Background: an optimization exercise with open tools, aiming at small area, a short achievable clock period and few clock cycles. Do not read the settings as production practice. RTL that was checked went through simulation tests only; none was proved equivalent to the original. No functional check of the RTL was part of runs 1, 2 and 4. The flow treats the clock pin as an ideal source, which a real chip does not have. Power and IR drop assume default switching activity.

==> flow/design.v <==
package psdf_pkg;
    localparam int unsigned CAP_W             = 19;
    localparam int unsigned OUT_DEPTH_DEFAULT = 1;
    localparam logic [CAP_W-1:0] MAX_CAP_RESET = 19'd65535;
endpackage
module pcap_stream_deframer_core
#(
    parameter int unsigned OUT_DEPTH = psdf_pkg::OUT_DEPTH_DEFAULT
)
(
    input  logic             clk,
    input  logic             rst_n,
    input  logic             s_tvalid,
    output logic             s_tready,
    input  logic [7:0]       s_tdata,    
    input  logic             s_tuser,    
    input  logic             s_tlast,    
    output logic             m_tvalid,
    input  logic             m_tready,
    output logic [159:0]     m_tdata,
    output logic [2:0]       m_tuser,    
    output logic             m_tlast,    
    input  logic             cfg_valid,
    output logic             cfg_ready,
    input  logic [psdf_pkg::CAP_W-1:0] cfg_data    
);
    localparam logic [1:0] PH_FILE = 2'd0;
    localparam logic [1:0] PH_REC  = 2'd1;
    localparam logic [1:0] PH_DATA = 2'd2;
    localparam logic [1:0] PH_STOP = 2'd3;
    logic        sk_v, rdy;
    logic [7:0]  sk_b;
    logic        sk_bv;
    logic        sk_eos;
    logic        in_v;
    logic [7:0]  in_b;
    logic        in_bv;
    logic        in_eos;
    logic        o_v;
    logic        o_pay;      
    logic        o_stat;     
    logic [3:0]  o_st;
    logic        o_lip;
    logic        o_loi;
    logic [1:0]  ph;
    logic [4:0]  idx;
    logic [1:0]  err;        
    logic        chk;        
    logic        nano;
    logic        gt;
    logic        hinz;
    logic        over_lim;   
    logic        rem_zero;   
    logic        rem_one;    
    logic [18:0] rem;
    logic [18:0] cl;
    logic [18:0] lim;
    logic [31:0] snap;
    logic [31:0] cnt;
    logic [95:0] sr;
    logic [7:0]  pb;
    logic acc, go, split, bstep;
    logic cl_clr;
    logic [7:0] hd;
    function automatic logic [3:0] hdr_pos(input int k);
        hdr_pos = (k < 8) ? 4'(k) : 4'(k + 4);
    endfunction
    assign s_tready  = rdy;
    assign cfg_ready = 1'b1;
    assign m_tvalid  = o_v;
    assign in_v   = sk_v || s_tvalid;
    assign in_b   = sk_v ? sk_b   : s_tdata;
    assign in_bv  = sk_v ? sk_bv  : s_tuser;
    assign in_eos = sk_v ? sk_eos : s_tlast;
    assign acc   = s_tvalid && rdy;
    assign go    = in_v && (!o_v || m_tready);
    assign bstep = go && in_bv;
    assign split = go && in_bv && in_eos;
    assign cl_clr = ph != PH_REC || (!in_bv && in_eos)
                    || (in_bv && idx[3:0] == 4'd15 && (gt || over_lim));
    assign hd     = cl_clr ? 8'd0 : in_b;
    logic        fh_ok;
    logic [1:0]  fh_code;
    logic [1:0]  err_n;
    logic [1:0]  fh_fin;
    logic        rec_last;
    logic [3:0]  rec_st;
    logic        cap_byte;
    logic        res;
    logic        res_pay;
    logic        res_stat;
    logic [3:0]  res_st;
    logic        res_lip;
    logic        res_loi;
    logic [1:0]  ph_n;
    logic [4:0]  idx_n;
    logic        cnt_inc;
    logic        snap_en;
    logic        nano_n;
    always_comb
    begin
        case (idx)
            5'd0:    fh_ok = (in_b == 8'hd4) || (in_b == 8'h4d);
            5'd1:    fh_ok = in_b == (nano ? 8'h3c : 8'hc3);
            5'd2:    fh_ok = in_b == 8'hb2;
            5'd3:    fh_ok = in_b == 8'ha1;
            5'd4:    fh_ok = in_b == 8'h02;
            5'd5:    fh_ok = in_b == 8'h00;
            5'd6:    fh_ok = in_b == 8'h04;
            5'd7:    fh_ok = in_b == 8'h00;
            5'd20:   fh_ok = in_b == 8'h01;
            5'd21:   fh_ok = in_b == 8'h00;
            5'd22:   fh_ok = in_b == 8'h00;
            5'd23:   fh_ok = in_b[1:0] == 2'b00;
            default: fh_ok = 1'b1;
        endcase
        fh_code = idx[4] ? 2'd3 : ((idx[3] || (idx[2] && idx[1:0] != 2'd0)) ? 2'd2 : 2'd1);
        err_n   = (idx != 5'd0 && err == 2'd0 && chk) ? fh_code : err;
        fh_fin  = (err != 2'd0) ? err : ((chk || in_b[1:0] != 2'b00) ? 2'd3 : 2'd0);
        rec_st   = gt ? 4'd4 : (over_lim ? 4'd5 : 4'd0);
        rec_last = idx[3:0] == 4'd15;
        cap_byte = idx[3:2] == 2'b10;
        res      = 1'b0;
        res_pay  = 1'b0;
        res_stat = 1'b1;
        res_st   = 4'd0;
        res_lip  = 1'b0;
        res_loi  = 1'b1;
        ph_n     = ph;
        idx_n    = idx;
        cnt_inc  = 1'b0;
        snap_en  = 1'b0;
        nano_n   = nano;
        if (in_bv)
        begin
            case (ph)
                PH_FILE:
                begin
                    snap_en = idx[4:2] == 3'b100;
                    if (idx == 5'd0)
                        nano_n = in_b == 8'h4d;
                    if (idx == 5'd23)
                    begin
                        idx_n  = 5'd0;
                        nano_n = nano && err != 2'd1;
                        if (fh_fin != 2'd0)
                        begin
                            res    = 1'b1;
                            res_st = {2'b00, fh_fin};
                            ph_n   = PH_STOP;
                        end
                        else
                            ph_n = PH_REC;
                    end
                    else
                        idx_n = idx + 5'd1;
                end
                PH_REC:
                begin
                    snap_en = cap_byte;
                    if (rec_last)
                    begin
                        idx_n = 5'd0;
                        res   = 1'b1;
                        if (rec_st != 4'd0)
                        begin
                            res_st = rec_st;
                            ph_n   = PH_STOP;
                        end
                        else
                        begin
                            res_stat = 1'b0;
                            res_loi  = !in_eos;
                            if (rem_zero)
                            begin
                                res_lip = 1'b1;
                                cnt_inc = 1'b1;
                            end
                            else
                                ph_n = PH_DATA;
                        end
                    end
                    else
                        idx_n = idx + 5'd1;
                end
                PH_DATA:
                begin
                    res      = 1'b1;
                    res_pay  = 1'b1;
                    res_stat = 1'b0;
                    res_loi  = !in_eos;
                    if (rem_one)
                    begin
                        res_lip = 1'b1;
                        cnt_inc = 1'b1;
                        ph_n    = PH_REC;
                    end
                end
                default:
                begin
                end
            endcase
        end
        else if (in_eos && ph != PH_STOP)
        begin
            res  = 1'b1;
            ph_n = PH_STOP;
            case (ph)
                PH_FILE:
                begin
                    res_st = 4'd6;
                    nano_n = 1'b0;
                end
                PH_REC:  res_st = (idx != 5'd0) ? 4'd7 : 4'd9;
                default: res_st = 4'd8;
            endcase
        end
    end
    always_ff @(posedge clk or negedge rst_n)
    begin
        if (!rst_n)
        begin
            sk_v <= 1'b0;
            rdy  <= 1'b1;
            o_v  <= 1'b0;
            ph   <= PH_FILE;
            idx  <= 5'd0;
            err  <= 2'd0;
            nano <= 1'b0;
            cnt  <= 32'd0;
            lim  <= psdf_pkg::MAX_CAP_RESET;
        end
        else
        begin
            if (split || (acc && !go))
            begin
                sk_v <= 1'b1;
                rdy  <= 1'b0;
            end
            else if (go)
            begin
                sk_v <= 1'b0;
                rdy  <= 1'b1;
            end
            if (go)
                o_v <= res;
            else if (m_tready)
                o_v <= 1'b0;
            if (go)
            begin
                ph   <= ph_n;
                idx  <= idx_n;
                nano <= nano_n;
                if (ph == PH_FILE && in_bv)
                    err <= err_n;
                if (cnt_inc)
                    cnt <= cnt + 32'd1;
            end
            if (cfg_valid)
                lim <= cfg_data;
        end
    end
    always_ff @(posedge clk)
    begin
        if (split || (acc && !go))
        begin
            sk_b   <= in_b;
            sk_bv  <= in_bv && !go;
            sk_eos <= in_eos;
        end
        if (go)
        begin
            o_pay  <= res_pay;
            o_stat <= res_stat;
            o_st   <= res_st;
            o_lip  <= res_lip;
            o_loi  <= res_loi;
        end
        if (go)
        begin
            for (int k = 0; k < 12; k++)
                if (cl_clr || (ph == PH_REC && in_bv && idx[3:0] == hdr_pos(k)))
                    sr[8*k +: 8] <= hd;
            pb <= (ph == PH_DATA && in_bv) ? in_b : 8'd0;
            if (cl_clr || (ph == PH_REC && in_bv && idx[3:0] == 4'd8))
                cl[7:0]   <= hd;
            if (cl_clr || (ph == PH_REC && in_bv && idx[3:0] == 4'd9))
                cl[15:8]  <= hd;
            if (cl_clr || (ph == PH_REC && in_bv && idx[3:0] == 4'd10))
                cl[18:16] <= hd[2:0];
        end
        if (bstep && snap_en)
            snap <= {(ph == PH_FILE) ? in_b : snap[7:0], snap[31:8]};
        if (bstep && ph == PH_REC && cap_byte)
        begin
            gt <= (in_b > snap[7:0]) || (in_b == snap[7:0] && gt && idx[1:0] != 2'd0);
            case (idx[1:0])
                2'd0: rem[7:0]   <= in_b;
                2'd1: rem[15:8]  <= in_b;
                2'd2:
                begin
                    rem[18:16] <= in_b[2:0];
                    hinz       <= in_b[7:3] != 5'd0;
                end
                default: hinz <= hinz || (in_b != 8'd0);
            endcase
        end
        if (bstep && ph == PH_DATA)
            rem <= rem - 19'd1;
        if (bstep && ph == PH_FILE)
            chk <= !fh_ok;
        rem_one <= (bstep && ph == PH_DATA) ? (rem == 19'd2) : (rem == 19'd1);
        over_lim <= hinz || (rem > lim);
        rem_zero <= rem == 19'd0;
    end
    assign m_tdata = {cnt, o_st, cl, sr[95:64], nano, sr[63:32], sr[31:0], pb};
    assign m_tuser = {o_loi, o_stat, o_pay};
    assign m_tlast = o_lip;
endmodule
==> flow/flow/run.sh <==
#!/bin/bash
# The standard layout (standard.sh: the standard flow's synthesis and ORFS flow, with
# config.mk's settings), with one change: the port buffers that ORFS puts
# on every input and output are buf_2 cells instead of the cell buffer_ports
# picks by itself.
set -euo pipefail
export BUFFER_PORTS_ARGS="-buffer_cell sky130_fd_sc_hd__buf_2"
bash standard.sh > standard_flow.log 2>&1
==> flow/standard.sh <==
#!/bin/bash
# synth_recipe.tcl (not shown) runs the flow's synth.tcl, then flattens the netlist and writes it again
# the make line also repeats each setting of config.mk as NAME=value (left out here)
make -C /OpenROAD-flow-scripts/flow DESIGN_CONFIG=/design/flow/config.mk WORK_HOME=/design/flow/orfs CLKGATE_MAP_FILE= SYNTH_SCRIPT=/design/flow/synth_recipe.tcl "${@:-finish}"
==> flow/config.mk <==
export PLATFORM = sky130hd
export DESIGN_NAME = pcap_stream_deframer_core
export DESIGN_NICKNAME = pcap_stream_deframer_core
export VERILOG_FILES = /design/flow/design.v
export SDC_FILE = /design/flow/constraint.sdc
export NUM_CORES = 4
export LEC_CHECK = 0
export CAP_MARGIN = 20
export CORE_MARGIN = 2
export CORE_UTILIZATION = 40
export SETUP_SLACK_MARGIN = 3.2
export SLEW_MARGIN = 20
export TNS_END_PERCENT = 100
==> flow/constraint.sdc <==
create_clock -name core_clock -period 5.5 [get_ports {clk}]
set_input_delay 1.1000 -clock core_clock [delete_from_list [all_inputs] [get_ports {clk}]]
set_output_delay 1.1000 -clock core_clock [all_outputs]
set_load 0.01 [all_outputs]
==> reports/metrics.csv, run 1 <==
metric,value,unit
reg2regPathDepth,7,
synth_area,0.0113,mm2
synth_cells,889,
coreArea,0.0278,mm2
grt_use_total,19.0,%
clk_pin_slew,0.06,ns
critPathMaxFanout,4,
synth_seq_cells,262,
first_iter_violations,623,
synth.top_cell.area_share,51.8,%
reg2reg_slack,2.99,ns
max_slew_margin,39.7,%
die-area,0.0296,mm2
drive_gt1_share,40.4,%
syn_nets,964,
postLayoutSetupSlackWorst,2.99,ns
critical_path_class,reg2reg,
row_count,61,
r2r-start,idx[1]$_DFFE_PN0P_,
htreeDepth,1,
start_kind,flop,
endpoint_kind,flop,
overflow,0,
finalWeightedCongestion,0.847,
netlist.top_cell.by_area,edfxtp_1,
peakVddDrop,0.000230,V
syn_area_per_cell,12.7,um2
multiInputGateArea,0.00417,mm2
r2r_end,chk$_DFFE_PP_,
hp-start,snap[27]$_DFFE_PP_,
synth_async_sr_flop_share,24.4,%
ys_seq_area_share,66.6,%
place_inst,1445,
root_buffer,clkbuf_16,
synth-edff-count,195,
setup_viol,0,
skew,0.00819,ns
yosysUniqueCellTypes,69,
ios,201,
ant_nets,0,
synth-main-ff-cell,edfxtp_1,
vias,7986,
min_delay_path_depth,0,
clock-sinks,262,
arrival,2.81,ns
first_pass_iters,5,
antenna_found_initial,1,
seq_area,0.00756,mm2
cap_viol_max_count,0,
numCtsBuffers,27,
avgViaCountPerCell,5.10,
drt-total-wl,29000,um
grt_pass1_wl,43300,um
min_period,2.51,ns
antenna_cells,0,
numPortBuffers,199,
finalSetupTns,0,ns
min_path_type,reg2reg,
dp_slack,2.07,ns
cts.path.max_buffers,3,
area_growth,32.4,%
timing.final.max_slew_violations,0,
wl_per_cell,18.6,um
worst_pin_slew,0.904,ns
start_util,40.7,%
status,finished clean,
finalCritPeriodShare,45.6,%
fin_cells,1565,
cts_hold_buf,0,
hold_violations,0,
fillerInstances,2444,
clock_latency,0.55,ns
rsz0062_at_grt,yes,
power_density,464,mW/mm2
p_leak,6.17,nW
finish.net_count,1241,
synth.area.top_cells,"edfxtp_1 52%, dfrtp_1 10%, ha_1 4.5%, dfstp_2 3.9%, nand2_1 2.8%",
grt_start_max_net_pins,65,
grt_pass1_vias,7610,
fp.dieW,172,um
tritoncts,done,
drc,0,
hold_end,snap[19]$_DFFE_PP_,
required,5.80,ns
max_freq,399,MHz
dpl.hpwl,19600,um
die_height,172,um
synth_warnings,1,
finalCoreUtilization,53.9,%
==> cells in the final DEF (no fill, tap or decap), types with 14 or more instances in the layout <==
master and count:
xnor2_1 28, nand2_2 16, clkbuf_16 27, nand3_1 17
nand2_1 64, nor3_1 17, a21oi_1 48, buf_2 198
nor2_1 65, edfxtp_1 195, ha_1 30, o21ai_0 42
dfrtp_1 33, buf_4 70, xor2_1 20, inv_1 46
nand4_1 14, dfstp_2 17
==> worst max-delay path, cell delays in order, from the launching register on <==
cell and delay, ns:
dfrtp_2 0.43, ha_4 0.17, or3b_4 0.41, a31oi_4 0.22
o21ai_2 0.08, xnor2_1 0.12, or4_1 0.51, o31a_1 0.31
==> metrics by stage <==
step                      instance area, um2  power (W)  hold slack (ns)
after floorplan                        11600    0.00398            0.400
after global placement                 13000    0.00472            0.402
after detailed placement               13000    0.00472            0.405
after CTS                              14500    0.00687            0.421
after global routing                   15000    0.00728            0.427
final                                  15000    0.00694            0.416
==> per-layer routing <==
| metal | share of wire, % | vias up | wire length, um | track usage, % |
|---|---|---|---|---|
| li1 | - | 3760 | - | - |
| met1 | 44 | 3932 | 12900 | 26.5 |
| met5 | 0.045 | - | 13 | 0 |
| met2 | 48 | 244 | 13900 | 31.1 |
| met3 | 5.2 | 48 | 1500 | 2.86 |
| met4 | 2.4 | 2 | 694 | 5.33 |
==> what timing repair did <==
| item | 4_1_cts | 5_1_grt |
|---|---|---|
| buffers inserted | 37 | 30 |
| cloned | 1 | 1 |
| pin swaps | 6 | 25 |
| resized for setup | 66 | 60 |
| endpoints found under the setup margin | 342 | 248 |
==> synthesized netlist by cell type (3+ instances only) <==
cell,instances
a31oi_1,7
dfxtp_1,3
a21oi_1,53
nor3b_1,3
nand3_1,20
nor4_1,5
edfxtp_1,195
and3_1,7
nor3_1,25
inv_1,54
dfrtp_1,47
nor2_1,76
buf_4,6
or3_1,5
nor2b_1,10
nand4_1,14
and4_1,3
dfstp_2,17
o21ai_0,47
and2_1,7
a21o_1,16
ha_1,41
buf_2,4
buf_1,3
or4_1,3
xor2_1,21
nand2b_1,3
o31ai_1,3
mux2_2,4
nand2_1,85
xnor2_1,28
clkbuf_1,15
mux2i_1,12
==> kinds of logic (layout without fill, tap and decap cells) <==
logic type               Yosys count  in the layout  synth area share [%]
AO/OA/AOI/OAI                    148            148                  7.63
XOR/XNOR                          49             49                  3.79
adder cells (fa/ha/maj)           41             41                  4.54
buffers and inverters             83            380                  3.00
flip-flops                       262            262                  66.6
multiplexers                      16             16                  1.46
other                              1              1                0.0332
AND/OR/NAND/NOR                  289            290                  12.9
==> final cells by class <==
class / count / area share [%]
clock inverters: 22 / 1.65
clock buffers: 28 / 4.54
flip-flops and latches: 262 / 50.5
multi-input cells: 545 / 27.8
well taps: 378 / 3.16
repair buffers: 275 / 10.9
inverters: 55 / 1.50
==> how the worst max path moves through the flow <==
stage                            start           endpoint  slack [ns]  cells past startpoint
CTS                            s_tlast   sr[27]$_DFFE_PP_        2.90                      7
finish              idx[1]$_DFFE_PN0P_      chk$_DFFE_PP_        2.99                      7
detailed placement             s_tlast   sr[76]$_DFFE_PP_        2.07                      6
floorplan                      s_tuser   sr[10]$_DFFE_PP_        2.85                      5
global placement               s_tlast   sr[84]$_DFFE_PP_        2.30                      6
global route          rem[2]$_DFFE_PP_  rem[18]$_DFFE_PP_        2.96                      6
==> flip-flops by register name, summed over array words and instances, names as in the netlist, 2 cells and up <==
register	flops
cl	19
cnt	32
err	2
idx	5
lim	19
o_st	4
pb	8
ph	2
rem	19
sk_b	8
snap	32
sr	96
==> where the power goes <==
part           total [W]  internal, W  switching [W]
Clock            0.00189      0.00110       0.000790
Combinational    0.00206     0.000815        0.00125
Sequential       0.00299      0.00276       0.000231
==> run 2: changes to the inputs <==
--- a/flow/design.v
+++ b/flow/design.v
@@ -30,10 +30,6 @@
     localparam logic [1:0] PH_STOP = 2'd3;
-    logic        sk_v, rdy;
-    logic [7:0]  sk_b;
-    logic        sk_bv;
-    logic        sk_eos;
-    logic        in_v;
-    logic [7:0]  in_b;
-    logic        in_bv;
-    logic        in_eos;
+    logic        in_v, sk_v, rdy;
+    logic [7:0]  in_b, sk_b;
+    logic        in_bv, sk_bv;
+    logic        in_eos, sk_eos;
     logic        o_v;
@@ -46,4 +42,3 @@
     logic [4:0]  idx;
-    logic [1:0]  err;        
-    logic        chk;        
+    logic [1:0]  err;
     logic        nano;
@@ -53,3 +48,2 @@
     logic        rem_zero;   
-    logic        rem_one;    
     logic [18:0] rem;
@@ -61,8 +55,4 @@
     logic [7:0]  pb;
-    logic acc, go, split, bstep;
+    logic acc, go, pop, bstep;
     logic cl_clr;
-    logic [7:0] hd;
-    function automatic logic [3:0] hdr_pos(input int k);
-        hdr_pos = (k < 8) ? 4'(k) : 4'(k + 4);
-    endfunction
     assign s_tready  = rdy;
@@ -70,6 +60,2 @@
     assign m_tvalid  = o_v;
-    assign in_v   = sk_v || s_tvalid;
-    assign in_b   = sk_v ? sk_b   : s_tdata;
-    assign in_bv  = sk_v ? sk_bv  : s_tuser;
-    assign in_eos = sk_v ? sk_eos : s_tlast;
     assign acc   = s_tvalid && rdy;
@@ -77,6 +63,5 @@
     assign bstep = go && in_bv;
-    assign split = go && in_bv && in_eos;
+    assign pop   = go && !(in_bv && in_eos);
     assign cl_clr = ph != PH_REC || (!in_bv && in_eos)
                     || (in_bv && idx[3:0] == 4'd15 && (gt || over_lim));
-    assign hd     = cl_clr ? 8'd0 : in_b;
     logic        fh_ok;
@@ -84,5 +69,5 @@
     logic [1:0]  err_n;
-    logic [1:0]  fh_fin;
     logic        rec_last;
     logic [3:0]  rec_st;
+    logic        rem_one;
     logic        cap_byte;
@@ -97,2 +82,3 @@
     logic        cnt_inc;
+    logic        sr_sh;
     logic        snap_en;
@@ -116,7 +102,7 @@
         endcase
-        fh_code = idx[4] ? 2'd3 : ((idx[3] || (idx[2] && idx[1:0] != 2'd0)) ? 2'd2 : 2'd1);
-        err_n   = (idx != 5'd0 && err == 2'd0 && chk) ? fh_code : err;
-        fh_fin  = (err != 2'd0) ? err : ((chk || in_b[1:0] != 2'b00) ? 2'd3 : 2'd0);
+        fh_code = idx[4] ? 2'd3 : (idx[2] ? 2'd2 : 2'd1);
+        err_n   = (err == 2'd0 && !fh_ok) ? fh_code : err;
         rec_st   = gt ? 4'd4 : (over_lim ? 4'd5 : 4'd0);
         rec_last = idx[3:0] == 4'd15;
+        rem_one  = rem == 19'd1;
         cap_byte = idx[3:2] == 2'b10;
@@ -131,2 +117,3 @@
         cnt_inc  = 1'b0;
+        sr_sh    = 1'b0;
         snap_en  = 1'b0;
@@ -141,10 +128,11 @@
                         nano_n = in_b == 8'h4d;
+                    else if (idx[4:2] == 3'b000 && !fh_ok)
+                        nano_n = 1'b0;
                     if (idx == 5'd23)
                     begin
-                        idx_n  = 5'd0;
-                        nano_n = nano && err != 2'd1;
-                        if (fh_fin != 2'd0)
+                        idx_n = 5'd0;
+                        if (err_n != 2'd0)
                         begin
                             res    = 1'b1;
-                            res_st = {2'b00, fh_fin};
+                            res_st = {2'b00, err_n};
                             ph_n   = PH_STOP;
@@ -159,2 +147,3 @@
                 begin
+                    sr_sh   = !cap_byte;
                     snap_en = cap_byte;
@@ -168,2 +157,3 @@
                             ph_n   = PH_STOP;
+                            sr_sh  = 1'b0;
                         end
@@ -222,2 +212,3 @@
         begin
+            in_v <= 1'b0;
             sk_v <= 1'b0;
@@ -234,9 +225,5 @@
         begin
-            if (split || (acc && !go))
-            begin
-                sk_v <= 1'b1;
-                rdy  <= 1'b0;
-            end
-            else if (go)
+            if (pop)
             begin
+                in_v <= sk_v || acc;
                 sk_v <= 1'b0;
@@ -244,2 +231,12 @@
             end
+            else if (acc)
+            begin
+                if (in_v)
+                begin
+                    sk_v <= 1'b1;
+                    rdy  <= 1'b0;
+                end
+                else
+                    in_v <= 1'b1;
+            end
             if (go)
@@ -264,7 +261,33 @@
     begin
-        if (split || (acc && !go))
+        if (pop)
+        begin
+            if (sk_v)
+            begin
+                in_b   <= sk_b;
+                in_bv  <= sk_bv;
+                in_eos <= sk_eos;
+            end
+            else
+            begin
+                in_b   <= s_tdata;
+                in_bv  <= s_tuser;
+                in_eos <= s_tlast;
+            end
+        end
+        else
+        begin
+            if (go)
+                in_bv <= 1'b0;
+            if (acc && !in_v)
+            begin
+                in_b   <= s_tdata;
+                in_bv  <= s_tuser;
+                in_eos <= s_tlast;
+            end
+        end
+        if (acc && in_v && !pop)
         begin
-            sk_b   <= in_b;
-            sk_bv  <= in_bv && !go;
-            sk_eos <= in_eos;
+            sk_b   <= s_tdata;
+            sk_bv  <= s_tuser;
+            sk_eos <= s_tlast;
         end
@@ -280,12 +303,12 @@
         begin
-            for (int k = 0; k < 12; k++)
-                if (cl_clr || (ph == PH_REC && in_bv && idx[3:0] == hdr_pos(k)))
-                    sr[8*k +: 8] <= hd;
+            if (ph != PH_REC || (in_bv && !cap_byte) || (!in_bv && in_eos))
+                sr <= (ph == PH_REC && in_bv && !(rec_last && rec_st != 4'd0)) ?
+                      {in_b, sr[95:8]} : 96'd0;
             pb <= (ph == PH_DATA && in_bv) ? in_b : 8'd0;
-            if (cl_clr || (ph == PH_REC && in_bv && idx[3:0] == 4'd8))
-                cl[7:0]   <= hd;
-            if (cl_clr || (ph == PH_REC && in_bv && idx[3:0] == 4'd9))
-                cl[15:8]  <= hd;
-            if (cl_clr || (ph == PH_REC && in_bv && idx[3:0] == 4'd10))
-                cl[18:16] <= hd[2:0];
+            if (cl_clr || (ph == PH_REC && in_bv && cap_byte && idx[1:0] == 2'd0))
+                cl[7:0]   <= (ph == PH_REC && in_bv && cap_byte) ? in_b      : 8'd0;
+            if (cl_clr || (ph == PH_REC && in_bv && cap_byte && idx[1:0] == 2'd1))
+                cl[15:8]  <= (ph == PH_REC && in_bv && cap_byte) ? in_b      : 8'd0;
+            if (cl_clr || (ph == PH_REC && in_bv && cap_byte && idx[1:0] == 2'd2))
+                cl[18:16] <= (ph == PH_REC && in_bv && cap_byte) ? in_b[2:0] : 3'd0;
         end
@@ -309,5 +332,2 @@
             rem <= rem - 19'd1;
-        if (bstep && ph == PH_FILE)
-            chk <= !fh_ok;
-        rem_one <= (bstep && ph == PH_DATA) ? (rem == 19'd2) : (rem == 19'd1);
         over_lim <= hinz || (rem > lim);
==> flow/run.sh (new file) <==
#!/bin/bash
# synth_recipe.tcl (not shown) runs the flow's synth.tcl, then flattens the netlist and writes it again
# the make line also repeats each setting of config.mk as NAME=value (left out here)
make -C /OpenROAD-flow-scripts/flow DESIGN_CONFIG=/design/flow/config.mk WORK_HOME=/design/flow/orfs CLKGATE_MAP_FILE= SYNTH_SCRIPT=/design/flow/synth_recipe.tcl finish
--- a/flow/config.mk
+++ b/flow/config.mk
@@ -10,4 +10,4 @@
 export CORE_UTILIZATION = 40
-export SETUP_SLACK_MARGIN = 3.2
+export SETUP_SLACK_MARGIN = 3.0
 export SLEW_MARGIN = 20
-export TNS_END_PERCENT = 100
+export TNS_END_PERCENT = 10
removed: flow/flow/run.sh
removed: flow/standard.sh
==> run 2 against run 1 <==
Effect of this change: via count increased by 4.7%; final cell count increased by 3.2%; die area increased by 8.5%; critical endpoint is now m_tdata[72]; largest cell class unchanged.
==> reports/metrics.csv, run 2 <==
metric,value,unit
status,finished clean,
fp.dieW,179,um
tritoncts,done,
synth.area.top_cells,"edfxtp_1 50%, dfrtp_1 9.8%, and2_1 5.5%, ha_1 4.2%, dfstp_2 3.6%",
peakVddDrop,0.000215,V
skew,0.0142,ns
numCtsBuffers,30,
ys_seq_area_share,63.5,%
die_height,179,um
htreeDepth,1,
synth-edff-count,204,
use_met2,28.8,%
met3_usage,2.97,%
swShare,20.2,%
grt_pass1_vias,8134,
setup_viol,0,
overflow,0,
cts_hold_buf,0,
grt_start_max_net_pins,97,
grt_pass1_wl,45000,um
finalWeightedCongestion,0.855,
endpoint_kind,output port,
max_slew_margin,38.1,%
arrival,1.57,ns
critPathMaxFanout,9,
rsz0062_at_grt,yes,
busiest_layer,met2,
min_period,2.67,ns
worst_pin_slew,0.928,ns
dpl.hpwl,19300,um
dp_slack,2.01,ns
p_leak,6.18,nW
pwr-share-clk,45.6,%
syn_nets,1067,
synth_area,0.0123,mm2
final_cell_mix,"204 x edfxtp_1, 195 x clkdlybuf4s50_1, 107 x and2_1, 71 x nand2_1, 49 x nor2_1",
area_growth,30.0,%
power_frac_comb,2.0,%
coreArea,0.0304,mm2
cts.path.max_buffers,3,
avgViaCountPerCell,5.18,
crit_path_cell_trace,clkdlybuf4s50_1,
top_regs,"sr (96), cnt (32), snap (32)",
finalCritPeriodShare,48.6,%
drc,0,
crit_path_max_incr_delay,0.57,ns
syn_area_per_cell,12.4,um2
postLayoutSetupSlackWorst,2.83,ns
cell_internal_pwr,0.00335,W
first_pass_iters,5,
critPathBufInv,1,
row_count,64,
start_util,40.4,%
p_switching,0.000848,W
antenna_cells,0,
final_common_cell,edfxtp_1,
wl_per_cell,18.3,um
synth.most_common_cell,edfxtp_1,
critical_path_class,reg2out,
synth_cells,992,
hold_violations,0,
startpoint,nano$_DFFE_PN0P_,
yosysUniqueCellTypes,69,
root_buffer,clkbuf_16,
top_register,sr,
start_kind,flop,
antenna_found_initial,0,
finalSetupTns,0,ns
power_density,263,mW/mm2
max_freq,374,MHz
clock-sinks,271,
reg2regPathDepth,7,
grt_use_total,18.0,%
hp-start,snap[19]$_DFFE_PP_,
timing.final.max_slew_violations,0,
required,4.40,ns
synth_seq_cells,271,
drt-total-wl,29500,um
cap_viol_max_count,0,
vias,8362,
use_met1,25.1,%
clk_pin_slew,0.06,ns
clock_latency,0.55,ns
first_iter_violations,450,
worst_path_max_delay_cell,clkdlybuf4s50_1,
synth_commonest_cells,"204 x edfxtp_1, 108 x and2_1, 76 x nand2_1",
synth-main-ff-cell,edfxtp_1,
r2r-start,idx[1]$_DFFE_PN0P_,
ios,201,
netlist.top_cell.by_area,edfxtp_1,
die-area,0.0322,mm2
cpLargestDelayFamily,buffers and inverters,
ant_nets,0,
drive_gt1_share,13.4,%
largest_reg_flops,96,
numPortBuffers,199,
synth_warnings,1,
min_delay_path_depth,0,
finish.net_count,1271,
min_path_type,reg2reg,
synth.top_cell.area_share,49.8,%
cp_num_cells,1,
synth_async_sr_flop_share,24.0,%
seq_power_share,52.5,%
run 2: cells by family after synthesis:
family,share of synthesized area [%]
buffers and inverters,3.25
AOI/OAI and AO/OA,7.82
adders and majority gates,4.17
xor gates and xnor gates,3.49
muxes,1.44
and+or+nand+nor,16.3
DFF,63.5
other,0.0305
run 2: power by group through the flow:
| stage | Clock (W) | Combinational, W | Sequential [W] |
|---|---|---|---|
| after global placement | 0 | 0.0000823 | 0.00224 |
| after CTS | 0.00198 | 0.0000852 | 0.00220 |
| final | 0.00191 | 0.0000819 | 0.00220 |
| after global routing | 0.00205 | 0.0000948 | 0.00220 |
| after floorplan | 0 | 0.0000394 | 0.00224 |
| after detailed placement | 0 | 0.0000843 | 0.00224 |
run 2: layout make-up:
class                   instances  area (um2)
well taps                     396         495
clock buffers                  37         830
inverters                      48         193
fillers                      2681       14400
multi-input cells             626        4370
clock inverters                18         116
repair buffers                219        2160
flip-flops and latches        271        7830
run 2: worst paths after layout:
kind | to | slack (ns)
min in group asynchronous | cnt[17]$_DFFE_PN0P_ | 0.73
worst max register to register | ph[1]$_DFFE_PN0P_ | 2.95
worst max-delay path | m_tdata[72] | 2.83
max in group asynchronous | nano$_DFFE_PN0P_ | 4.14
worst min register to register | snap[11]$_DFFE_PP_ | 0.41
worst min-delay path | snap[11]$_DFFE_PP_ | 0.41
run 2: timing repair:
item,4_1_cts,5_1_grt
gates resized for setup,33,36
endpoints found under the hold margin,0,0
pin swaps,5,9
setup buffers,5,8
gates cloned,2,0
endpoints found under the setup margin,411,373
run 2: stage by stage:
step | util, % | cell area, um2 | std cells | hold slack, ns | power, W
2_1_floorplan | - | 12300 | 992 | 0.400 | 0.00228
3_3_place_gp | 48.2 | 14700 | 1545 | 0.401 | 0.00233
3_5_place_dp | 48.2 | 14700 | 1545 | 0.405 | 0.00233
4_1_cts | 51.9 | 15800 | 1607 | 0.415 | 0.00426
5_1_grt | 52.6 | 16000 | 1615 | 0.424 | 0.00435
6_report | 52.6 | 16000 | 1615 | 0.414 | 0.00420
run 2: per-layer routing:
| metal | vias up | routed length [um] |
|---|---|---|
| li1 | 3962 | - |
| met5 | - | 0 |
| met4 | 0 | 822 |
| met2 | 299 | 13400 |
| met1 | 4048 | 13200 |
| met3 | 53 | 2020 |
==> run 3: changes to the inputs <==
--- a/flow/design.v
+++ b/flow/design.v
@@ -42,3 +42,4 @@
     logic [4:0]  idx;
-    logic [1:0]  err;
+    logic [1:0]  err;        
+    logic        chk;        
     logic        nano;
@@ -48,2 +49,3 @@
     logic        rem_zero;   
+    logic        rem_one;    
     logic [18:0] rem;
@@ -57,2 +59,6 @@
     logic cl_clr;
+    logic [7:0] hd;
+    function automatic logic [3:0] hdr_pos(input int k);
+        hdr_pos = (k < 8) ? 4'(k) : 4'(k + 4);
+    endfunction
     assign s_tready  = rdy;
@@ -66,2 +72,3 @@
                     || (in_bv && idx[3:0] == 4'd15 && (gt || over_lim));
+    assign hd     = cl_clr ? 8'd0 : in_b;
     logic        fh_ok;
@@ -69,5 +76,5 @@
     logic [1:0]  err_n;
+    logic [1:0]  fh_fin;
     logic        rec_last;
     logic [3:0]  rec_st;
-    logic        rem_one;
     logic        cap_byte;
@@ -82,3 +89,2 @@
     logic        cnt_inc;
-    logic        sr_sh;
     logic        snap_en;
@@ -102,7 +108,7 @@
         endcase
-        fh_code = idx[4] ? 2'd3 : (idx[2] ? 2'd2 : 2'd1);
-        err_n   = (err == 2'd0 && !fh_ok) ? fh_code : err;
+        fh_code = idx[4] ? 2'd3 : ((idx[3] || (idx[2] && idx[1:0] != 2'd0)) ? 2'd2 : 2'd1);
+        err_n   = (idx != 5'd0 && err == 2'd0 && chk) ? fh_code : err;
+        fh_fin  = (err != 2'd0) ? err : ((chk || in_b[1:0] != 2'b00) ? 2'd3 : 2'd0);
         rec_st   = gt ? 4'd4 : (over_lim ? 4'd5 : 4'd0);
         rec_last = idx[3:0] == 4'd15;
-        rem_one  = rem == 19'd1;
         cap_byte = idx[3:2] == 2'b10;
@@ -117,3 +123,2 @@
         cnt_inc  = 1'b0;
-        sr_sh    = 1'b0;
         snap_en  = 1'b0;
@@ -128,11 +133,10 @@
                         nano_n = in_b == 8'h4d;
-                    else if (idx[4:2] == 3'b000 && !fh_ok)
-                        nano_n = 1'b0;
                     if (idx == 5'd23)
                     begin
-                        idx_n = 5'd0;
-                        if (err_n != 2'd0)
+                        idx_n  = 5'd0;
+                        nano_n = nano && err != 2'd1;
+                        if (fh_fin != 2'd0)
                         begin
                             res    = 1'b1;
-                            res_st = {2'b00, err_n};
+                            res_st = {2'b00, fh_fin};
                             ph_n   = PH_STOP;
@@ -147,3 +151,2 @@
                 begin
-                    sr_sh   = !cap_byte;
                     snap_en = cap_byte;
@@ -157,3 +160,2 @@
                             ph_n   = PH_STOP;
-                            sr_sh  = 1'b0;
                         end
@@ -303,12 +305,12 @@
         begin
-            if (ph != PH_REC || (in_bv && !cap_byte) || (!in_bv && in_eos))
-                sr <= (ph == PH_REC && in_bv && !(rec_last && rec_st != 4'd0)) ?
-                      {in_b, sr[95:8]} : 96'd0;
+            for (int k = 0; k < 12; k++)
+                if (cl_clr || (ph == PH_REC && in_bv && idx[3:0] == hdr_pos(k)))
+                    sr[8*k +: 8] <= hd;
             pb <= (ph == PH_DATA && in_bv) ? in_b : 8'd0;
-            if (cl_clr || (ph == PH_REC && in_bv && cap_byte && idx[1:0] == 2'd0))
-                cl[7:0]   <= (ph == PH_REC && in_bv && cap_byte) ? in_b      : 8'd0;
-            if (cl_clr || (ph == PH_REC && in_bv && cap_byte && idx[1:0] == 2'd1))
-                cl[15:8]  <= (ph == PH_REC && in_bv && cap_byte) ? in_b      : 8'd0;
-            if (cl_clr || (ph == PH_REC && in_bv && cap_byte && idx[1:0] == 2'd2))
-                cl[18:16] <= (ph == PH_REC && in_bv && cap_byte) ? in_b[2:0] : 3'd0;
+            if (cl_clr || (ph == PH_REC && in_bv && idx[3:0] == 4'd8))
+                cl[7:0]   <= hd;
+            if (cl_clr || (ph == PH_REC && in_bv && idx[3:0] == 4'd9))
+                cl[15:8]  <= hd;
+            if (cl_clr || (ph == PH_REC && in_bv && idx[3:0] == 4'd10))
+                cl[18:16] <= hd[2:0];
         end
@@ -332,2 +334,5 @@
             rem <= rem - 19'd1;
+        if (bstep && ph == PH_FILE)
+            chk <= !fh_ok;
+        rem_one <= (bstep && ph == PH_DATA) ? (rem == 19'd2) : (rem == 19'd1);
         over_lim <= hinz || (rem > lim);
==> flow/flow/run.sh (new file) <==
#!/bin/bash
# The standard layout (standard.sh: the standard flow's synthesis and ORFS flow, with
# config.mk's settings), with two changes:
#  - the port buffers that ORFS puts on every input and output are buf_2
#    cells instead of the cell buffer_ports picks by itself;
#  - after CTS, the middle level of the clock tree is removed, so the root
#    clock buffer drives the leaf clock buffers directly (flatten_clock.tcl).
#    Every register still gets the clock through the same number of buffers.
set -euo pipefail
export BUFFER_PORTS_ARGS="-buffer_cell sky130_fd_sc_hd__buf_2"
bash standard.sh cts > standard_cts.log 2>&1
RES=orfs/results/${FLOW_PLATFORM}/pcap_stream_deframer_core/base
CTS_DB=$RES/4_1_cts.odb CLK_NET=clk openroad -no_init -exit flow/flatten_clock.tcl > flatten_clock.log 2>&1
cp $RES/4_1_cts.odb $RES/4_cts.odb
bash standard.sh finish > standard_finish.log 2>&1
==> flow/flow/flatten_clock.tcl (new file) <==
# Removes the middle level of the clock tree that CTS built: the leaf
# clock buffers are driven straight from the root buffer, so the clock
# reaches every register through two buffers instead of three. Every
# register still gets the clock through the same number of buffers.
set db_file $::env(CTS_DB)
read_db $db_file
set block [ord::get_db_block]
set clk [$block findNet $::env(CLK_NET)]
set roots {}
foreach it [$clk getITerms] { lappend roots [$it getInst] }
puts "clock port drives [llength $roots] cell(s): [lmap r $roots {$r getName}]"
if {[llength $roots] != 1} { puts "unexpected tree, left as is"; exit 0 }
set root [lindex $roots 0]
proc out_net {inst} {
  foreach it [$inst getITerms] {
    if {[$it isOutputSignal] && [$it getNet] ne "NULL"} { return [$it getNet] }
  }
  return "NULL"
}
set rnet [out_net $root]
puts "root [$root getName] ([[$root getMaster] getName]) drives net [$rnet getName] with [llength [$rnet getITerms]] pins"
set moved 0
set removed 0
foreach it [$rnet getITerms] {
  set inst [$it getInst]
  if {$inst eq $root} continue
  if {![$it isInputSignal]} continue
  set m [[$inst getMaster] getName]
  if {![string match "*clkbuf*" $m]} { puts "  [$inst getName] ($m) kept on root net"; continue }
  set n [out_net $inst]
  if {$n eq "NULL"} { puts "  [$inst getName] ($m) has no output net"; continue }
  # only a middle buffer: one that drives other clock buffers
  set drives_bufs 0
  foreach jt [$n getITerms] {
    if {[$jt getInst] ne $inst && [string match "*clkbuf*" [[[$jt getInst] getMaster] getName]]} { set drives_bufs 1 }
  }
  if {!$drives_bufs} { puts "  [$inst getName] ($m) is a leaf, kept"; continue }
  foreach jt [$n getITerms] {
    if {[$jt getInst] eq $inst} continue
    $jt disconnect
    $jt connect $rnet
    incr moved
  }
  $it disconnect
  odb::dbInst_destroy $inst
  odb::dbNet_destroy $n
  incr removed
}
puts "removed $removed middle buffer(s), moved $moved pin(s) to the root net"
write_db $db_file
==> flow/standard.sh (new file) <==
#!/bin/bash
# synth_recipe.tcl (not shown) runs the flow's synth.tcl, then flattens the netlist and writes it again
# the make line also repeats each setting of config.mk as NAME=value (left out here)
make -C /OpenROAD-flow-scripts/flow DESIGN_CONFIG=/design/flow/config.mk WORK_HOME=/design/flow/orfs CLKGATE_MAP_FILE= SYNTH_SCRIPT=/design/flow/synth_recipe.tcl "${@:-finish}"
--- a/flow/config.mk
+++ b/flow/config.mk
@@ -10,4 +10,6 @@
 export CORE_UTILIZATION = 40
-export SETUP_SLACK_MARGIN = 3.0
+export CTS_CLUSTER_DIAMETER = 80
+export CTS_CLUSTER_SIZE = 30
+export SETUP_SLACK_MARGIN = 3.2
 export SLEW_MARGIN = 20
-export TNS_END_PERCENT = 10
+export TNS_END_PERCENT = 100
removed: flow/run.sh
==> run 3 against run 2 <==
Effect of this change: power shrank 18%; non-clock buffer count increased by 21; clock-buffer cell count is 22 lower; sequential cell count is 2 higher; clock power fell by 38%; sequential share of layout area is 6.6 points higher; area after synthesis shrank 5.4%; maximum frequency is 20% higher; sequential power is essentially flat; first-iteration DRC count is 45% higher; utilization shrank 3.2 points; clock skew up 0.012 ns; critical path type is now reg2reg.
==> reports/metrics.csv, run 3 <==
metric,value,unit
synth_seq_cells,273,
ios,201,
grt_start_max_net_pins,66,
cap_viol_max_count,0,
worst_pin_slew,0.863,ns
die_height,175,um
syn_area_per_cell,13.3,um2
synth_warnings,1,
drt-total-wl,27100,um
grt_use_total,17.8,%
finalSetupTns,0,ns
synth-edff-count,205,
finalCoreUtilization,49.4,%
synth-main-ff-cell,edfxtp_1,
numCtsBuffers,15,
die-area,0.0305,mm2
htreeDepth,1,
min_path_type,reg2reg,
cpLargestDelayFamily,simple AND/OR/NAND/NOR gates,
critical_path_class,reg2reg,
root_buffer,clkbuf_16,
worst_path_max_delay_cell,dfrtp_2,
grt_pass1_wl,41300,um
antenna_cells,0,
synth_cells,876,
finish.net_count,1169,
wl_per_cell,18.3,um
reg2reg_slack,3.27,ns
final_cell_mix,"205 x edfxtp_1, 198 x buf_2, 69 x nand2_1, 50 x o21ai_0",
finalWeightedCongestion,0.804,
clock_latency,0.48,ns
max_freq,448,MHz
grt_pass1_vias,7111,
r2r-start,idx[0]$_DFFE_PN0P_,
overflow,0,
cts.path.max_buffers,3,
synth_commonest_cells,"205 x edfxtp_1, 76 x nand2_1, 52 x o21ai_0",
synth_async_sr_flop_share,23.8,%
synth.top_cell.area_share,52.9,%
arrival,2.42,ns
dpl.hpwl,18100,um
ys_seq_area_share,67.6,%
setup_viol,0,
first_iter_violations,651,
reg2regPathDepth,10,
first_pass_iters,5,
critPathBufInv,3,
syn_nets,952,
numPortBuffers,199,
min_period,2.23,ns
largest_reg_flops,96,
power_density,244,mW/mm2
skew,0.0262,ns
synth.area.top_cells,"edfxtp_1 53%, dfrtp_1 10%, ha_1 4.5%, dfstp_2 3.8%, nand2_1 2.5%",
critPathMaxFanout,8,
clock-sinks,273,
synth_area,0.0116,mm2
area_growth,21.8,%
top_register,sr,
endpoint_kind,flop,
cpMostUsedCell,o21ai_2,
coreArea,0.0287,mm2
drive_gt1_share,33.7,%
synth.most_common_cell,edfxtp_1,
p_leak,5.58,nW
avgViaCountPerCell,5.15,
min_delay_path_depth,0,
r2r_end,sr[54]$_DFFE_PP_,
start_kind,flop,
netlist.top_cell.by_area,edfxtp_1,
vias,7648,
yosysUniqueCellTypes,64,
ant_nets,0,
final_common_cell,edfxtp_1,
tritoncts,done,
cts_hold_buf,0,
timing.final.max_slew_violations,0,
drc,0,
rsz0062_at_grt,yes,
top_regs,"sr (96), cnt (32), snap (32)",
finalCritPeriodShare,40.6,%
max_slew_margin,42.5,%
start_util,40.6,%
crit_path_cell_trace,buf_12 > ha_4 > and3_4 > inv_2 > o21ai_2 > o21ai_2 > and2_4 > nor2_4 > buf_8 > a21o_4,
antenna_found_initial,0,
row_count,62,
hp-start,snap[18]$_DFFE_PP_,
status,finished clean,
required,5.69,ns
clk_pin_slew,0.12,ns
crit_path_max_incr_delay,0.40,ns
peakVddDrop,0.000213,V
hold_end,snap[10]$_DFFE_PP_,
fp.dieW,175,um
hold_violations,0,
run 3: changes by cell type in the layout (fill, tap and decap cells not counted), moves of 9 or more:
cell	delta
buf_2	+196
xnor2_1	+13
a21oi_1	+9
clkdlybuf4s50_1	-195
a21o_4	+13
nor3_1	-17
xor2_1	-14
clkbuf_16	-19
and2_1	-105
clkinv_2	-11
buf_4	+18
run 3: power by group:
part | switching [W] | leakage [nW] | total (W) | internal (W)
clock network | 0.000703 | 0.211 | 0.00118 | 0.000479
logic | 0.0000397 | 2.79 | 0.0000681 | 0.0000284
registers | 0.00000313 | 2.58 | 0.00221 | 0.00221
total | 0.000745 | 5.58 | 0.00346 | 0.00272
run 3: worst reg2reg max path: stages (launching register included):
cell,delay (ns)
dfrtp_2,0.40
buf_12,0.11
ha_4,0.17
and3_4,0.22
inv_2,0.06
o21ai_2,0.14
o21ai_2,0.07
and2_4,0.19
nor2_4,0.23
buf_8,0.19
a21o_4,0.17
run 3: stage by stage:
| stage | hold WS, ns | power [W] | area (um2) | cells | setup slack (ns) |
|---|---|---|---|---|---|
| 5_1_grt | 0.432 | 0.00359 | 14200 | 1486 | 3.14 |
| 3_3_place_gp | 0.400 | 0.00233 | 13000 | 1424 | 2.20 |
| 3_5_place_dp | 0.405 | 0.00233 | 13000 | 1424 | 2.18 |
| 2_1_floorplan | 0.400 | 0.00230 | 11700 | 876 | 2.79 |
| 4_1_cts | 0.417 | 0.00359 | 14100 | 1478 | 3.17 |
| 6_report | 0.413 | 0.00346 | 14200 | 1486 | 3.27 |
run 3: area by class of cell:
cell class / count / area [um2]
clock inverter: 9 / 114
timing repair inverter: 1 / 8.76
clock buffer: 15 / 333
multi-input combinational: 518 / 3810
sequential: 273 / 7870
fill: 2573 / 14500
timing repair buffer: 240 / 1370
tap: 384 / 480
inverter: 46 / 185
run 3: kinds of logic (layout without fill, tap and decap cells):
kind of cell / after synthesis / after routing / share of synthesized area [%]
flip-flops: 273 / 273 / 67.6
AND/OR/NAND/NOR: 256 / 256 / 11.3
AO/OA/AOI/OAI: 154 / 154 / 8.30
buffers and inverters: 85 / 311 / 3.04
XOR/XNOR: 47 / 47 / 3.54
adder cells (fa/ha/maj): 42 / 42 / 4.51
multiplexers: 18 / 18 / 1.70
other: 1 / 1 / 0.0322
run 3: timing repair:
action / CTS / global route
cloned: 1 / 1
pin swaps: 6 / 6
endpoints found under the setup margin: 341 / 265
resized for setup: 65 / 28
setup buffers: 27 / 9
run 3: per-layer routing:
layer  GRT usage (%)  part of all wire [%]
met5               0                     0
met4            7.22                   2.1
met3            3.48                   6.3
met2            26.5                    44
met1            25.9                    47
run 3: worst max-delay path by stage:
stage,from,end,slack [ns],cells after the start
4_1_cts,idx[0]$_DFFE_PN0P_,sr[10]$_DFFE_PP_,3.17,10
3_3_place_gp,m_tready,rem[3]$_DFFE_PP_,2.20,8
6_report,idx[0]$_DFFE_PN0P_,sr[54]$_DFFE_PP_,3.27,10
3_5_place_dp,m_tready,rem[3]$_DFFE_PP_,2.18,8
5_1_grt,ph[1]$_DFFE_PN0P_,cnt[28]$_DFFE_PN0P_,3.14,8
2_1_floorplan,m_tready,snap[0]$_DFFE_PP_,2.79,5
Testbench counts of run 3, summed over its fixed seeds: cycles 241,439.
==> run 4: changes to the inputs <==
--- a/flow/design.v
+++ b/flow/design.v
@@ -5,2 +5,17 @@
 endpackage
+module psdf_gate
+#(
+    parameter int unsigned N = 1
+)
+(
+    input  logic         in_v,       
+    input  logic         o_v,        
+    input  logic         m_tready,
+    input  logic [N-1:0] cond,
+    output logic         go,
+    output logic [N-1:0] en
+);
+    assign go = in_v && (!o_v || m_tready);
+    assign en = cond & {N{go}};
+endmodule
 module pcap_stream_deframer_core
@@ -58,2 +73,4 @@
     logic acc, go, pop, bstep;
+    logic [18:0] rem_dec;
+    assign rem_dec = rem - 19'd1;
     logic cl_clr;
@@ -67,5 +84,3 @@
     assign acc   = s_tvalid && rdy;
-    assign go    = in_v && (!o_v || m_tready);
     assign bstep = go && in_bv;
-    assign pop   = go && !(in_bv && in_eos);
     assign cl_clr = ph != PH_REC || (!in_bv && in_eos)
@@ -73,2 +88,41 @@
     assign hd     = cl_clr ? 8'd0 : in_b;
+    localparam int unsigned E_SR   = 0;     
+    localparam int unsigned E_CL   = 12;    
+    localparam int unsigned E_REM  = 15;    
+    localparam int unsigned E_SNAP = 18;
+    localparam int unsigned E_CAP  = 19;    
+    localparam int unsigned E_FH   = 20;    
+    localparam int unsigned E_CNT  = 21;
+    localparam int unsigned E_POP  = 22;    
+    localparam int unsigned NE     = 23;
+    logic [NE-1:0] cond, en;
+    logic          rec_b, data_b;
+    assign rec_b  = ph == PH_REC && in_bv;
+    assign data_b = ph == PH_DATA && in_bv;
+    always_comb
+    begin
+        for (int k = 0; k < 12; k++)
+            cond[E_SR + k] = cl_clr || (rec_b && idx[3:0] == hdr_pos(k));
+        for (int k = 0; k < 3; k++)
+        begin
+            cond[E_CL + k]  = cl_clr || (rec_b && idx[3:0] == 4'(8 + k));
+            cond[E_REM + k] = data_b || (rec_b && idx[3:0] == 4'(8 + k));
+        end
+        cond[E_SNAP] = in_bv && snap_en;
+        cond[E_CAP]  = rec_b && cap_byte;
+        cond[E_FH]   = ph == PH_FILE && in_bv;
+        cond[E_CNT]  = cnt_inc;
+        cond[E_POP]  = !(in_bv && in_eos);
+    end
+    psdf_gate #(
+        .N (NE)
+    ) u_gate (
+        .in_v     (in_v),
+        .o_v      (o_v),
+        .m_tready (m_tready),
+        .cond     (cond),
+        .go       (go),
+        .en       (en)
+    );
+    assign pop = en[E_POP];
     logic        fh_ok;
@@ -252,7 +306,7 @@
                 nano <= nano_n;
-                if (ph == PH_FILE && in_bv)
-                    err <= err_n;
-                if (cnt_inc)
-                    cnt <= cnt + 32'd1;
             end
+            if (en[E_FH])
+                err <= err_n;
+            if (en[E_CNT])
+                cnt <= cnt + 32'd1;
             if (cfg_valid)
@@ -303,34 +357,27 @@
         end
+        for (int k = 0; k < 12; k++)
+            if (en[E_SR + k])
+                sr[8*k +: 8] <= hd;
         if (go)
-        begin
-            for (int k = 0; k < 12; k++)
-                if (cl_clr || (ph == PH_REC && in_bv && idx[3:0] == hdr_pos(k)))
-                    sr[8*k +: 8] <= hd;
-            pb <= (ph == PH_DATA && in_bv) ? in_b : 8'd0;
-            if (cl_clr || (ph == PH_REC && in_bv && idx[3:0] == 4'd8))
-                cl[7:0]   <= hd;
-            if (cl_clr || (ph == PH_REC && in_bv && idx[3:0] == 4'd9))
-                cl[15:8]  <= hd;
-            if (cl_clr || (ph == PH_REC && in_bv && idx[3:0] == 4'd10))
-                cl[18:16] <= hd[2:0];
-        end
-        if (bstep && snap_en)
+            pb <= data_b ? in_b : 8'd0;
+        if (en[E_CL])
+            cl[7:0]   <= hd;
+        if (en[E_CL + 1])
+            cl[15:8]  <= hd;
+        if (en[E_CL + 2])
+            cl[18:16] <= hd[2:0];
+        if (en[E_SNAP])
             snap <= {(ph == PH_FILE) ? in_b : snap[7:0], snap[31:8]};
-        if (bstep && ph == PH_REC && cap_byte)
+        if (en[E_CAP])
         begin
-            gt <= (in_b > snap[7:0]) || (in_b == snap[7:0] && gt && idx[1:0] != 2'd0);
-            case (idx[1:0])
-                2'd0: rem[7:0]   <= in_b;
-                2'd1: rem[15:8]  <= in_b;
-                2'd2:
-                begin
-                    rem[18:16] <= in_b[2:0];
-                    hinz       <= in_b[7:3] != 5'd0;
-                end
-                default: hinz <= hinz || (in_b != 8'd0);
-            endcase
+            gt   <= (in_b > snap[7:0]) || (in_b == snap[7:0] && gt && idx[1:0] != 2'd0);
+            hinz <= (idx[1:0] == 2'd2) ? (in_b[7:3] != 5'd0) : (hinz || (idx[1:0] == 2'd3 && in_b != 8'd0));
         end
-        if (bstep && ph == PH_DATA)
-            rem <= rem - 19'd1;
-        if (bstep && ph == PH_FILE)
+        if (en[E_REM])
+            rem[7:0]   <= (ph == PH_DATA) ? rem_dec[7:0]   : in_b;
+        if (en[E_REM + 1])
+            rem[15:8]  <= (ph == PH_DATA) ? rem_dec[15:8]  : in_b;
+        if (en[E_REM + 2])
+            rem[18:16] <= (ph == PH_DATA) ? rem_dec[18:16] : in_b[2:0];
+        if (en[E_FH])
             chk <= !fh_ok;
--- a/flow/config.mk
+++ b/flow/config.mk
@@ -14,2 +14,3 @@
 export SLEW_MARGIN = 20
+export SYNTH_HIERARCHICAL = 1
 export TNS_END_PERCENT = 100
==> run 4 against run 3 <==
Effect of this change: critical path type unchanged; final area rose by 0.58%; combinational power increased by 2%; still clean on timing, DRC and antenna; largest cell class unchanged; sequential cell count is the same; maximum frequency down 14%; critical endpoint is now cnt[23]$_DFFE_PN0P_.
==> reports/metrics.csv, run 4 <==
metric,value,unit
status,finished clean,
synth_cells,903,
start_util,40.8,%
coreArea,0.0288,mm2
dp_slack,2.37,ns
antenna_cells,0,
wl_per_cell,18.1,um
avgViaCountPerCell,5.10,
cell_internal_pwr,0.00273,W
setup_viol,0,
drc,0,
worst_pin_slew,0.850,ns
finalCritPeriodShare,47.2,%
synth_area,0.0117,mm2
p_switching,0.000719,W
reg2reg_slack,2.91,ns
finalCoreUtilization,49.5,%
critPathMaxFanout,6,
die_height,175,um
swShare,20.8,%
htreeDepth,1,
dpl.hpwl,18100,um
grt_pass1_wl,41400,um
finalPower,0.00345,W
endpoint_kind,flop,
drive_gt1_share,35.0,%
vias,7759,
synth.area.top_cells,"edfxtp_1 52%, dfrtp_1 10%, ha_1 4.5%, dfstp_2 3.8%, xnor2_1 3.1%",
max_freq,386,MHz
hold_violations,0,
synth_warnings,7,
antenna_found_initial,0,
rsz0062_at_grt,yes,
seq_power_share,64.1,%
hold_end,snap[9]$_DFFE_PP_,
first_pass_iters,7,
reg2regPathDepth,11,
critical_path_class,reg2reg,
clock-sinks,273,
min_path_type,reg2reg,
first_iter_violations,665,
max_slew_margin,43.4,%
fp.dieW,175,um
synth_seq_cells,273,
top_register,sr,
clk_pin_slew,0.11,ns
synth.most_common_cell,edfxtp_1,
pwr-share-clk,33.9,%
final_cell_mix,"205 x edfxtp_1, 200 x buf_2, 94 x nand2_1, 47 x nor2_1, 46 x o21ai_0",
finalWeightedCongestion,0.870,
tritoncts,done,
top_regs,"sr (96), cnt (32), snap (32)",
postLayoutSetupSlackWorst,2.91,ns
cts_hold_buf,0,
ios,201,
synth-main-ff-cell,edfxtp_1,
peakVddDrop,0.000194,V
drt-total-wl,27500,um
overflow,0,
r2r_end,cnt[23]$_DFFE_PN0P_,
synth-edff-count,205,
cts.path.max_buffers,3,
clock_latency,0.48,ns
netlist.top_cell.by_area,edfxtp_1,
yosysUniqueCellTypes,71,
arrival,2.96,ns
final_common_cell,edfxtp_1,
required,5.87,ns
r2r-start,gt$_DFFE_PP_,
finish.net_count,1206,
power_density,242,mW/mm2
ant_nets,0,
numPortBuffers,199,
finalSetupTns,0,ns
ys_seq_area_share,67.0,%
largest_reg_flops,96,
synth_async_sr_flop_share,23.8,%
grt_use_total,17.9,%
start_kind,flop,
hp-start,snap[17]$_DFFE_PP_,
syn_area_per_cell,13.0,um2
p_leak,5.73,nW
die-area,0.0307,mm2
min_delay_path_depth,0,
worst_hold_slack,0.413,ns
min_period,2.59,ns
power_frac_comb,2.0,%
numCtsBuffers,15,
syn_nets,979,
grt_pass1_vias,7200,
area_growth,21.5,%
timing.final.max_slew_violations,0,
synth_commonest_cells,"205 x edfxtp_1, 97 x nand2_1, 53 x nor2_1",
root_buffer,clkbuf_16,
row_count,62,
cap_viol_max_count,0,
grt_start_max_net_pins,66,
synth.top_cell.area_share,52.4,%
skew,0.0246,ns
-- run 4: metal layers --
layer | share of wire, % | wire, um | GRT usage (%)
met3 | 6.4 | 1770 | 3.64
met1 | 46 | 12700 | 25.5
met5 | 0 | 0 | 0
met2 | 45 | 12500 | 27.3
met4 | 2.2 | 597 | 6.60
-- run 4: critical path, cell delays in order (launching register included) --
cell and delay, ns:
edfxtp_1 0.49, or2_4 0.29, nor2_4 0.12, nand3_2 0.08, a21oi_2 0.14, and3_4 0.21, and4_4 0.25, nand4_1 0.18
nor3_4 0.35, buf_4 0.18, nand3_2 0.07, xnor2_1 0.13
-- run 4: worst max-delay path by stage --
stage | depth (start not counted) | startpoint | slack (ns) | endpoint
6_report | 11 | gt$_DFFE_PP_ | 2.91 | cnt[23]$_DFFE_PN0P_
5_1_grt | 11 | gt$_DFFE_PP_ | 2.80 | cnt[23]$_DFFE_PN0P_
4_1_cts | 12 | idx[0]$_DFFE_PN0P_ | 3.00 | cnt[31]$_DFFE_PN0P_
2_1_floorplan | 8 | m_tready | 2.81 | cnt[31]$_DFFE_PN0P_
3_3_place_gp | 7 | m_tready | 2.42 | nano$_DFFE_PN0P_
3_5_place_dp | 7 | m_tready | 2.37 | nano$_DFFE_PN0P_
-- run 4: stage by stage --
step	cell area, um2	instances
5_1_grt	14300	1521
3_3_place_gp	13100	1451
6_report	14300	1521
3_5_place_dp	13100	1451
2_1_floorplan	11800	903
4_1_cts	13900	1497
-- run 4: logic make-up after synthesis --
family | synth area share, %
AND/OR/NAND/NOR | 13.1
multiplexers | 1.88
other | 0.0319
adder cells (fa/ha/maj) | 4.48
XOR/XNOR | 3.66
buffers and inverters | 3.04
AO/OA/AOI/OAI | 6.83
flip-flops | 67.0
-- run 4: power by group through the flow --
stage	Combinational [W]	Sequential (W)	Clock, W
2_1_floorplan	0.0000388	0.00226	0
3_3_place_gp	0.0000681	0.00226	0
3_5_place_dp	0.0000705	0.00226	0
4_1_cts	0.0000710	0.00221	0.00129
5_1_grt	0.0000828	0.00222	0.00128
6_report	0.0000692	0.00221	0.00117
-- run 4: what timing repair did --
action | in CTS | in global routing
setup buffers | 21 | 25
gates resized for setup | 32 | 55
cloned | 1 | 1
endpoints found under the setup margin | 309 | 269
pin swaps | 15 | 31
-- run 4: cell type report --
type	count	area, um2
Multi-Input combinational cell	545	3840
Clock inverter	8	95.1
Fill cell	2589	14500
Timing Repair Buffer	250	1430
Clock buffer	14	350
Sequential cell	273	7880
Inverter	47	181
Tap cell	384	480

==> afterwards: timing with drivers on the ports <==
How much do the figures lean on ideal ports? The routed layouts below were timed once more, with nothing changed but the port constraints. Step 1: set_driving_cell puts a clkbuf_16 on clk and a buf_2 on each other input, an assumption about the parent block. Step 2 times the ports against the registers' clock, not the clock port: input delays grow and output delays shrink by t, the midpoint of the rising clock arrivals with the driver on. Slacks: ideal / step 1 / step 2; pairs: ideal / step 1.
run	shift t [ns]	slack for setup (ns)	worst setup path at the end	slew at the worst register clock pin (ns)
run 1	0.591	2.991 / 2.991 / 2.655	input to register	0.06 / 0.06
run 2	0.599	2.827 / 2.777 / 2.364	input to register	0.06 / 0.06
run 3	0.520	3.268 / 3.221 / 2.780	input to register	0.12 / 0.12
run 4	0.516	2.907 / 2.907 / 2.507	input to register	0.11 / 0.11
After both steps every run listed still meets setup and hold. For run 3, which loses most, drivers alone change the setup slack by -0.047 ns; drivers and shift together by -0.488 ns.
